Context: an optimization exercise on an open-source flow, tuned for small area. The choices shown serve that exercise and are no tape-out recipe. Function was checked by simulation only, so behaviour that the tests miss may differ from the original. No activity file was given, so power comes from the tool's default toggle rates.

== v21 ==
Design ref_subst_top, start of the top module:
module ref_subst_top #(
	parameter int bit_depth = 8
) (
	input logic clk,
	input logic arst_n,
	input logic stall,
	input logic [ref_subst_pkg::LINE_SAMPLES*bit_depth-1:0] data,
	input logic [ref_subst_pkg::N_BANKS*ref_subst_pkg::BANK_ADR_W-1:0] bank_adr,
	input logic [ref_subst_pkg::N_BANKS*ref_subst_pkg::POS4_W-1:0] bank_pos,
	input logic is_above,
	input logic is_left,
	input logic is_top_left,
	input logic is_bt_border,
	input logic is_rt_border,
	input ref_subst_pkg::pos4_t bt_border_pos,
	input ref_subst_pkg::pos4_t rt_border_pos,
	input ref_subst_pkg::y_in_cu_t y_in_cu,
	input ref_subst_pkg::order_t order,
	input logic [bit_depth-1:0] fill_l,
	input logic [bit_depth-1:0] fill_t,
	input logic [bit_depth-1:0] fill_b,
	input logic [bit_depth-1:0] fill_rt,
	input logic [bit_depth-1:0] data_tl,
	input logic [ref_subst_pkg::SAMPLES_PER_BANK*bit_depth-1:0] bp2_samples,
	input ref_subst_pkg::bp_pos_t bp2_pos,
	input logic [ref_subst_pkg::SAMPLES_PER_BANK*bit_depth-1:0] bp3_samples,
	input ref_subst_pkg::bp_pos_t bp3_pos,
	input ref_subst_pkg::awk_cnt_t awk_cnt,
	output logic [ref_subst_pkg::LINE_SAMPLES*bit_depth-1:0] sub_data,
	output logic [bit_depth-1:0] sub_tl
);
	localparam int BANK_W = SAMPLES_PER_BANK * bit_depth;
	logic none_avail;
	logic fill_t_all;    
	logic fill_l_all;    
	logic rt_ok;         
	logic bt_ok;         
	logic awake;
	logic y_zero;
	logic bp3_top_ok;    
	logic bp3_lft_ok;    
	logic bp2_top_ok;
	logic bp2_lft_ok;
	logic [bit_depth-1:0] fill_top;   
  ...
For scale: about 1500 cells after synthesis, ~270 flip-flops, ~730 I/O pins, ~15000 sq um of cells after synthesis.
==> flow/config.mk <==
export PLATFORM = sky130hd
export DESIGN_NAME = ref_subst_top
export DESIGN_NICKNAME = ref_subst_top
export VERILOG_FILES = /design/flow/design.v
export SDC_FILE = /design/flow/constraint.sdc
export NUM_CORES = 4
export LEC_CHECK = 0
export CAP_MARGIN = 0
export CORE_AREA = 5 5 255 255
export CTS_BUF_LIST = sky130_fd_sc_hd__clkbuf_8
export CTS_CLUSTER_DIAMETER = 60
export CTS_CLUSTER_SIZE = 12
export DIE_AREA = 0 0 260 260
export GPL_TIMING_DRIVEN = 0
export SETUP_SLACK_MARGIN = 0.2
export SLEW_MARGIN = 0
export SYNTH_HIERARCHICAL = 1
export SYNTH_MINIMUM_KEEP_SIZE = 0
==> flow/constraint.sdc <==
create_clock -name core_clock -period 4.0 [get_ports {clk}]
set_input_delay 0.8000 -clock core_clock [delete_from_list [all_inputs] [get_ports {clk}]]
set_output_delay 0.8000 -clock core_clock [all_outputs]
set_load 0.01 [all_outputs]
standard.sh (not shown) runs the stock make flow with config.mk's settings and CLKGATE_MAP_FILE= SYNTH_SCRIPT=/design/flow/synth_recipe.tcl, a recipe that flattens the netlist after the stock synthesis.
==> flow/flow/run.sh <==
#!/bin/bash
# Layout flow: the standard ORFS flow (the make call of standard.sh), with these changes:
#  - synthesis is synth_recipe.tcl's, but abc maps the combinational logic with an
#    area-oriented &nf script (abc_area_nf.script) and the adder extraction is skipped;
#    the registers come from dfflibmap before abc, so they are the standard ones.
#  - every port still gets a buffer, but a buf_1 instead of the default cell.
#  - flow/dont_use.txt, if present, lists cells the flow may not use beyond the platform's list.
#  - flow/make_args.txt, if present, holds more VAR=value settings for make, one per line.
set -euo pipefail
W=$PWD
export MY_ABC_SCRIPT=$W/flow/abc_area_nf.script
DONT_USE=$(make -s -C "$FLOW_HOME" DESIGN_CONFIG="$W/config.mk" WORK_HOME="$W/orfs" print-DONT_USE_CELLS \
  | sed -n 's/^DONT_USE_CELLS: //p')
if [[ -f $W/flow/dont_use.txt ]]; then
  DONT_USE="$DONT_USE $(tr '\n' ' ' < "$W/flow/dont_use.txt")"
fi
echo "DONT_USE_CELLS=$DONT_USE" > "$W/dont_use.log"
EXTRA=()
if [[ -f $W/flow/make_args.txt ]]; then
  mapfile -t EXTRA < <(grep -v '^ *$' "$W/flow/make_args.txt")
fi
make -C "$FLOW_HOME" DESIGN_CONFIG="$W/config.mk" WORK_HOME="$W/orfs" CLKGATE_MAP_FILE= \
  DONT_USE_CELLS="$DONT_USE" \
  SYNTH_SCRIPT="$W/flow/my_synth.tcl" ADDER_MAP_FILE= \
  BUFFER_PORTS_ARGS="-buffer_cell sky130_fd_sc_hd__buf_1" \
  "${EXTRA[@]}" finish > "$W/make_finish.log" 2>&1
R=$W/orfs/results/$FLOW_PLATFORM/ref_subst_top/base
: # left out here: write the final layout as DEF
==> flow/flow/abc_area_nf.script <==
&get -n
&st
&synch2
&nf -R 1000
&put
==> flow/flow/dont_use.txt <==
sky130_fd_sc_hd__buf_6
sky130_fd_sc_hd__buf_8
sky130_fd_sc_hd__buf_12
sky130_fd_sc_hd__buf_16
sky130_fd_sc_hd__bufbuf_8
sky130_fd_sc_hd__bufbuf_16
sky130_fd_sc_hd__bufinv_8
sky130_fd_sc_hd__bufinv_16
sky130_fd_sc_hd__clkbuf_16
==> flow/flow/make_args.txt <==
REMOVE_ABC_BUFFERS=1
==> flow/flow/my_synth.tcl <==
proc synth {args} { yosys synth -nofsm -noshare {*}$args }
# same synthesis as synth_recipe.tcl, with only the abc script for the combinational logic swapped
proc abc {args} {
  set i [lsearch -exact $args -script]
  if { $i >= 0 && [info exists ::env(MY_ABC_SCRIPT)] } {
    lset args [expr { $i + 1 }] $::env(MY_ABC_SCRIPT)
  }
  yosys abc {*}$args
}
source $::env(SCRIPTS_DIR)/synth.tcl
# left out here: clear keep_hierarchy, flatten, clean up, hide names made inside functions, write 1_2_yosys.v
Changes in v19 relative to v21:
- CTS_CLUSTER_DIAMETER: 60 -> 90
-- flow/flow/run.sh --
<<< v21, line 6
#  - every port still gets a buffer, but a buf_1 instead of the default cell.
#  - flow/dont_use.txt, if present, lists cells the flow may not use beyond the platform's list.
#  - flow/make_args.txt, if present, holds more VAR=value settings for make, one per line.
set -euo pipefail
W=$PWD
>>> v19, line 6
#  - every port still gets a buffer, but a buf_1 instead of the default cell.
#  - flow/dont_use.txt, if present, lists cells the flow may not use beyond the platform's list.
#  - flow/make_args.txt, if present, holds more VAR=value settings for make, one per line
#    (@W@ stands for this work folder).
set -euo pipefail
W=$PWD
<<< v21, line 18
EXTRA=()
if [[ -f $W/flow/make_args.txt ]]; then
  mapfile -t EXTRA < <(grep -v '^ *$' "$W/flow/make_args.txt")
fi
make -C "$FLOW_HOME" DESIGN_CONFIG="$W/config.mk" WORK_HOME="$W/orfs" CLKGATE_MAP_FILE= \
>>> v19, line 19
EXTRA=()
if [[ -f $W/flow/make_args.txt ]]; then
  mapfile -t EXTRA < <(grep -v '^ *$' "$W/flow/make_args.txt" | sed "s|@W@|$W|g")
fi
make -C "$FLOW_HOME" DESIGN_CONFIG="$W/config.mk" WORK_HOME="$W/orfs" CLKGATE_MAP_FILE= \
Notes after the runs:
v19 completed end to end with timing, DRC and antenna clean. v19 has shortest period the worst path allows below what v21 had. Delta(share of the clock period used by the worst path, v19 - v21) < 0. Via-per-instance ratio (lower): v21. In v19 relative to v21, via count of the first global-routing pass had gone down slightly. For v19, the critical path endpoint was g_lane[0].i_lane.sub_bank[26], unlike v21, where it was g_lane[2].i_lane.sub_bank[28]. Compared to v21, v19 has maximum clock frequency 1.8 MHz higher. There was hardly any difference in final-layout fill cell count between v21 and v19. v21 → v19: aggregate routed wire length essentially unchanged; reported leakage power shrank by about 0.7%.

* * *

## job 7128
ref_subst_top, a different RTL version from the one above (not shown whole).
For scale: about 1600 cells after synthesis, roughly 270 flip-flops, roughly 730 I/O pins.
## ref_subst_top
module ref_subst_top #(
	parameter int bit_depth = 8
) (
	input logic clk,
	input logic arst_n,
	input logic stall,
	input logic [ref_subst_pkg::LINE_SAMPLES*bit_depth-1:0] data,
	input logic [ref_subst_pkg::N_BANKS*ref_subst_pkg::BANK_ADR_W-1:0] bank_adr,
	input logic [ref_subst_pkg::N_BANKS*ref_subst_pkg::POS4_W-1:0] bank_pos,
	input logic is_above,
	input logic is_left,
	input logic is_top_left,
	input logic is_bt_border,
	input logic is_rt_border,
	input ref_subst_pkg::pos4_t bt_border_pos,
	input ref_subst_pkg::pos4_t rt_border_pos,
	input ref_subst_pkg::y_in_cu_t y_in_cu,
	input ref_subst_pkg::order_t order,
	input logic [bit_depth-1:0] fill_l,
	input logic [bit_depth-1:0] fill_t,
	input logic [bit_depth-1:0] fill_b,
	input logic [bit_depth-1:0] fill_rt,
	input logic [bit_depth-1:0] data_tl,
	input logic [ref_subst_pkg::SAMPLES_PER_BANK*bit_depth-1:0] bp2_samples,
	input ref_subst_pkg::bp_pos_t bp2_pos,
	input logic [ref_subst_pkg::SAMPLES_PER_BANK*bit_depth-1:0] bp3_samples,
	input ref_subst_pkg::bp_pos_t bp3_pos,
	input ref_subst_pkg::awk_cnt_t awk_cnt,
	output logic [ref_subst_pkg::LINE_SAMPLES*bit_depth-1:0] sub_data,
	output logic [bit_depth-1:0] sub_tl
);
	localparam int BANK_W = SAMPLES_PER_BANK * bit_depth;
	logic none_avail;
	logic fill_t_all;    
	logic fill_l_all;    
	logic rt_ok;         
	logic bt_ok;         
	logic awake;
	logic y_zero;
	logic bp3_top_ok;    
	logic bp3_lft_ok;    
	logic bp2_top_ok;
	logic bp2_lft_ok;
	logic [bit_depth-1:0] fill_top;   
	logic [bit_depth-1:0] fill_lft;   
	assign none_avail = !is_above && !is_left && !is_top_left;
	assign fill_t_all = !is_above && !is_top_left && is_left;
	assign fill_l_all = !is_left && !is_top_left;
	assign rt_ok = is_rt_border && is_above;
	assign bt_ok = is_bt_border && is_left;
	assign awake = awk_cnt[2] || (awk_cnt[1] && awk_cnt[0]);  
	assign y_zero = (y_in_cu == '0);
	assign bp3_top_ok = awake && !y_zero && !bp3_pos[BP_SIDE_BIT];
	assign bp3_lft_ok = awake && bp3_pos[BP_SIDE_BIT];
	assign bp2_top_ok = awake && !y_zero && !bp2_pos[BP_SIDE_BIT];
	assign bp2_lft_ok = awake && bp2_pos[BP_SIDE_BIT];
  ...
==> flow/config.mk <==
export PLATFORM = sky130hd
export DESIGN_NAME = ref_subst_top
export DESIGN_NICKNAME = ref_subst_top
export VERILOG_FILES = /design/flow/design.v
export SDC_FILE = /design/flow/constraint.sdc
export NUM_CORES = 4
export LEC_CHECK = 0
export CAP_MARGIN = 0
export CORE_AREA = 5 5 255 255
export CTS_BUF_LIST = sky130_fd_sc_hd__clkbuf_4
export DIE_AREA = 0 0 260 260
export GPL_TIMING_DRIVEN = 0
export SLEW_MARGIN = 0
==> flow/constraint.sdc <==
create_clock -name core_clock -period 4.0 [get_ports {clk}]
set_input_delay 0.8000 -clock core_clock [delete_from_list [all_inputs] [get_ports {clk}]]
set_output_delay 0.8000 -clock core_clock [all_outputs]
set_load 0.01 [all_outputs]
==> flow/flow/run.sh <==
#!/bin/bash
# Layout flow: the standard ORFS flow, with two changes:
#  - synthesis is synth_recipe.tcl's, but abc maps the combinational logic with an
#    area-oriented &nf script (abc_nf.script) and the adder extraction is skipped;
#    the registers come from dfflibmap before abc, so they are the standard ones.
#  - every port still gets a buffer, but a buf_1 instead of the default cell.
set -euo pipefail
W=$PWD
export MY_ABC_SCRIPT=$W/flow/abc_area_nf.script
make -C "$FLOW_HOME" DESIGN_CONFIG="$W/config.mk" WORK_HOME="$W/orfs" CLKGATE_MAP_FILE= \
  SYNTH_SCRIPT="$W/flow/my_synth.tcl" ADDER_MAP_FILE= \
  BUFFER_PORTS_ARGS="-buffer_cell sky130_fd_sc_hd__buf_1" \
  finish > "$W/make_finish.log" 2>&1
R=$W/orfs/results/$FLOW_PLATFORM/ref_subst_top/base
: # left out here: write the final layout as DEF
Scripts as last shown in full above: flow/flow/abc_area_nf.script, flow/flow/my_synth.tcl
Finished, but not clean: job 7128, with negative setup slack.
For job 4086, these inputs were changed with respect to job 7128:
- CTS_CLUSTER_DIAMETER: unset -> 100
- CTS_BUF_LIST: sky130_fd_sc_hd__clkbuf_4 -> sky130_fd_sc_hd__clkbuf_16
- CTS_CLUSTER_SIZE: unset -> 30
-- flow/flow/run.sh --
<<< job 7128, line 2
# Layout flow: the standard ORFS flow, with two changes:
>>> job 4086, line 2
# Layout flow: the standard ORFS flow (the make call of standard.sh), with these changes:
<<< job 7128, line 4
#    area-oriented &nf script (abc_nf.script) and the adder extraction is skipped;
>>> job 4086, line 4
#    area-oriented &nf script (abc_area_nf.script) and the adder extraction is skipped;
<<< job 7128, line 7
>>> job 4086, line 7
#  - flow/dont_use.txt, if present, lists cells the flow may not use beyond the platform's list.
<<< job 7128, line 10
>>> job 4086, line 11
if [[ -f $W/flow/dont_use.txt ]]; then
  export DONT_USE_CELLS="$(tr '\n' ' ' < "$W/flow/dont_use.txt")"
fi
==> flow/flow/dont_use.txt (new file) <==
sky130_fd_sc_hd__buf_6
sky130_fd_sc_hd__buf_8
sky130_fd_sc_hd__buf_12
sky130_fd_sc_hd__buf_16
sky130_fd_sc_hd__bufinv_8
sky130_fd_sc_hd__bufinv_16
Findings:
Job 4086: done, clean on timing, DRC and antenna. When the final numbers for job 4086 and job 7128 were put side by side, the setup slack turned out to be greater in job 4086. Worst hold slack ended up 0.14 ns lower on job 4086 than on job 7128. Compared with job 7128, in job 4086 final design area excluding fillers decreased by 1.5% relative to the old numbers, sequential cell area share grew by 0.49 points. Of the two values seen for end point of the critical path, g_lane[5].i_lane.sub_bank[23] was produced by job 4086 and g_lane[6].i_lane.sub_bank[28] by job 7128.
Input-level comparison between job 3176 and job 4086:
- CTS_BUF_LIST changed from sky130_fd_sc_hd__clkbuf_16 to sky130_fd_sc_hd__clkbuf_8
- CTS_CLUSTER_SIZE changed from 30 to 16
- SETUP_SLACK_MARGIN newly set to 0.2
-- flow/flow/run.sh --
<<< job 4086, line 11
>>> job 3176, line 11
DONT_USE=$(make -s -C "$FLOW_HOME" DESIGN_CONFIG="$W/config.mk" WORK_HOME="$W/orfs" print-DONT_USE_CELLS \
  | sed -n 's/^DONT_USE_CELLS: //p')
<<< job 4086, line 12
  export DONT_USE_CELLS="$(tr '\n' ' ' < "$W/flow/dont_use.txt")"
>>> job 3176, line 14
  DONT_USE="$DONT_USE $(tr '\n' ' ' < "$W/flow/dont_use.txt")"
<<< job 4086, line 14
>>> job 3176, line 16
echo "DONT_USE_CELLS=$DONT_USE" > "$W/dont_use.log"
<<< job 4086, line 15
>>> job 3176, line 18
  DONT_USE_CELLS="$DONT_USE" \
-- flow/flow/dont_use.txt --
<<< job 4086, line 5
>>> job 3176, line 5
sky130_fd_sc_hd__bufbuf_8
sky130_fd_sc_hd__bufbuf_16
<<< job 4086, line 7
>>> job 3176, line 9
sky130_fd_sc_hd__clkbuf_16
==> run notes <==
Sort job 4086 and job 3176 by area added between synthesis and finish asc -> top: job 3176
The leakage component of the power in job 3176 was lower than what job 4086 gave.
Diff job 4086 -> job 3176 | register fraction of the total cell area | increase of 1.3 points
Job 3176 against job 4086; final cell count is up slightly.
The power after layout of job 3176 was superior to that of job 4086.
Looking at insertion delay to the later sink of the worst-skew pair, job 3176 sits above job 4086.
Re count of final setup violators: no difference whatsoever between job 3176 and job 4086.
Between job 4086 and job 3176, the power attributed to the clock group is lower for job 3176.
Detailed-router iteration count before antenna repair: job 4086 and job 3176 compared, lower one is job 4086

## what the ideal ports hide
No port has a modelled driver above. Below, the same layouts with a new extraction and two added sets of constraints.
Step 1 sets driving cells, clkbuf_16 on the clock port and buf_2 on the other inputs (assumed; they add their load-dependent delay and slew).
Step 2 adds t to the input delays and takes it off the output delays; t is the mean of the earliest and latest rising clock arrival at the registers after step 1. Input paths then give back, and output paths get back, about the clock's delay inside the block.
a / b / c = no drivers / after step 1 / after step 2; a / b = the first two.
run | t (ns) | setup slack, ns | hold WS [ns] | cell pins on the clock port's net
v21 | 0.639 | 0.251 / 0.276 / -0.363 | 0.207 / 0.187 / 0.491 | 1
v19 | 0.698 | 0.277 / 0.305 / -0.393 | 0.147 / 0.129 / 0.495 | 1
job 7128 | 0.853 | -0.023 / 0.003 / -0.850 | 0.164 / 0.137 / 0.482 | 1
job 4086 | 0.595 | 0.139 / 0.169 / -0.426 | 0.028 / -0.003 / 0.492 | 1
job 3176 | 0.647 | 0.206 / 0.227 / -0.420 | 0.163 / 0.141 / 0.494 | 1
Met with ideal ports but missed after step 2: setup timing in v21, v19, job 4086 and job 3176. The setup slack of job 7128, which loses most, moves by +0.026 ns with the drivers and by -0.827 ns with both steps.
